What follows belongs to an exercise in optimizing a design on an open flow for small area, a short achievable clock period and few clock cycles per item; a production flow would make more cautious choices. In this exercise RTL edits were held to simulation tests only and were not proved equivalent to the original. Power figures rest on the tool's default switching activity, not on a simulated workload.

// systolic_array_os
module systolic_array_os #(
  parameter  int N      = 4,
  parameter  int DATA_W = 8,
  parameter  int ACC_W  = 24,
  parameter  int MAX_K  = 64,
  localparam int KW     = $clog2(MAX_K + 1),
  localparam int IW     = (N > 1) ? $clog2(N) : 1
) (
  input  logic                clk,
  input  logic                reset_n,
  input  logic                start,
  input  logic [KW-1:0]       k_len,
  input  logic                in_valid,
  output logic                in_ready,
  input  logic [N*DATA_W-1:0] a_vec,
  input  logic [N*DATA_W-1:0] b_vec,
  output logic                out_valid,
  input  logic                out_ready,
  output logic [IW-1:0]       out_idx,
  output logic [N*ACC_W-1:0]  out_row,
  output logic                busy,
  output logic                done
);
For scale: about 5,500 cells after synthesis, ~810 flip-flops.
Settings: LEC_CHECK=0, CAP_MARGIN=20, CORE_MARGIN=2, CORE_UTILIZATION=40, SLEW_MARGIN=20, SYNTH_HIERARCHICAL=1; clock period 9.0 ns.
standard.sh (not shown) runs the stock make flow with config.mk's settings and CLKGATE_MAP_FILE= SYNTH_SCRIPT=/design/flow/synth_recipe.tcl, a recipe that flattens the netlist after the stock synthesis.
==> flow/flow/run.sh <==
#!/bin/bash
# The standard layout (standard.sh: the standard synthesis, floorplan, placement,
# CTS, routing) with three settings changed: the timing repair steps aim at a 6 ns
# setup margin (a 3 ns period) instead of the design's 9 ns period, they repair only
# the worst path (TNS_END_PERCENT=0), and the port buffers are buf_4 cells.
# Make's full output goes to standard.log; each ORFS step also keeps its own log under
# orfs/logs/.
set -euo pipefail
bash standard.sh SETUP_SLACK_MARGIN=6.5 TNS_END_PERCENT=0 \
  "BUFFER_PORTS_ARGS=-buffer_cell sky130_fd_sc_hd__buf_4" finish > standard.log 2>&1
Testbench counts at the start, summed over its fixed seeds: cycles 15,559, jobs 384.
Next try:
--- a/flow/flow/run.sh
+++ b/flow/flow/run.sh
@@ -9 +9 @@
-bash standard.sh SETUP_SLACK_MARGIN=6.5 TNS_END_PERCENT=0 \
+bash standard.sh SETUP_SLACK_MARGIN=6.0 TNS_END_PERCENT=0 \
CORE_UTILIZATION = 55   (was 40)
Result: Hold slack gets better by 0.020 ns. Non-clock buffer count goes up by 1. Wire length goes down slightly.
Next try:
CORE_UTILIZATION = 40   (was 55)
- The new run went through all stages and came out clean
- wire length went up by 2.5%
- worst hold slack is worse by 0.075 ns
- maximum frequency barely changes
- clock power came out higher by about 2%
- cell area rises by 1.3%
- non-clock buffer count went up by 15
Next try:
==> flow/run.sh (new file) <==
#!/bin/bash
# synth_recipe.tcl (not shown) runs the flow's synth.tcl, then flattens the netlist and writes it again
# the make line also repeats each setting of config.mk as NAME=value (left out here)
make -C /OpenROAD-flow-scripts/flow DESIGN_CONFIG=/design/flow/config.mk WORK_HOME=/design/flow/orfs CLKGATE_MAP_FILE= SYNTH_SCRIPT=/design/flow/synth_recipe.tcl finish
SETUP_SLACK_MARGIN = 5   (was default)
TNS_END_PERCENT = 0   (was default)
removed: flow/flow/run.sh
removed: flow/standard.sh
After rerunning: The new run completed without violations. Power shrinks by 1.2%. Non-clock buffer count shrinks by 21. Global-route usage stays flat. Synthesized cell count stays the same. Wire length shrinks by 0.63%. Final area stays flat.
Next try:
==> flow/flow/run.sh (new file) <==
#!/bin/bash
# The standard layout (standard.sh: the standard synthesis, floorplan, placement,
# CTS, routing) with three settings changed: the timing repair steps aim at a 6 ns
# setup margin (a 3 ns period) instead of the design's 9 ns period, they repair only
# the worst path (TNS_END_PERCENT=0), and the port buffers are buf_4 cells.
# Make's full output goes to standard.log; each ORFS step also keeps its own log under
# orfs/logs/.
set -euo pipefail
bash standard.sh SETUP_SLACK_MARGIN=6.0 TNS_END_PERCENT=0 \
  "BUFFER_PORTS_ARGS=-buffer_cell sky130_fd_sc_hd__buf_4" finish > standard.log 2>&1
==> flow/standard.sh (new file) <==
#!/bin/bash
# synth_recipe.tcl (not shown) runs the flow's synth.tcl, then flattens the netlist and writes it again
# the make line also repeats each setting of config.mk as NAME=value (left out here)
make -C /OpenROAD-flow-scripts/flow DESIGN_CONFIG=/design/flow/config.mk WORK_HOME=/design/flow/orfs CLKGATE_MAP_FILE= SYNTH_SCRIPT=/design/flow/synth_recipe.tcl "${@:-finish}"
CTS_BUF_LIST = sky130_fd_sc_hd__clkbuf_8   (was default)
SETUP_SLACK_MARGIN = default   (was 5)
TNS_END_PERCENT = default   (was 0)
removed: flow/run.sh
Outcome: The changed run went through all stages and came out clean. Cell count increases by 1.5%. Synthesized area does not change. Sequential cell count is unchanged. Setup slack gets better by 0.33 ns. Count of clock-buffer cells in the layout increases by 45.

[separate check: timing with driven ports]
The results above use ideal ports. As a check the final layouts listed here were re-extracted and re-timed, cells and wires unchanged. Step 1 (the two cells are an assumption about what drives the block):
set clk [get_ports {clk}]
set_driving_cell -lib_cell sky130_fd_sc_hd__clkbuf_16 $clk
set_driving_cell -lib_cell sky130_fd_sc_hd__buf_2 [delete_from_list [all_inputs] $clk]
Step 2, shift: input delay + t, output delay - t, t = (earliest + latest rising clock arrival at the registers) / 2. This alone moves slack from input paths to output paths. a / b / c = no drivers / after step 1 / after step 2; a / b = the first two.
run	t, ns	setup WS [ns]	cell pins on the clock port's net
the first run	0.807	5.656 / 5.578 / 5.148	1
the second run	0.748	5.813 / 5.740 / 5.253	1
the third run	0.789	5.818 / 5.742 / 5.276	1
the fourth run	0.772	5.346 / 5.401 / 4.629	1
the fifth run	0.955	5.672 / 5.601 / 4.944	1
After both steps every run listed still meets setup and hold. For the fifth run, which loses most, drivers alone change the setup slack by -0.071 ns; drivers and shift together by -0.728 ns.
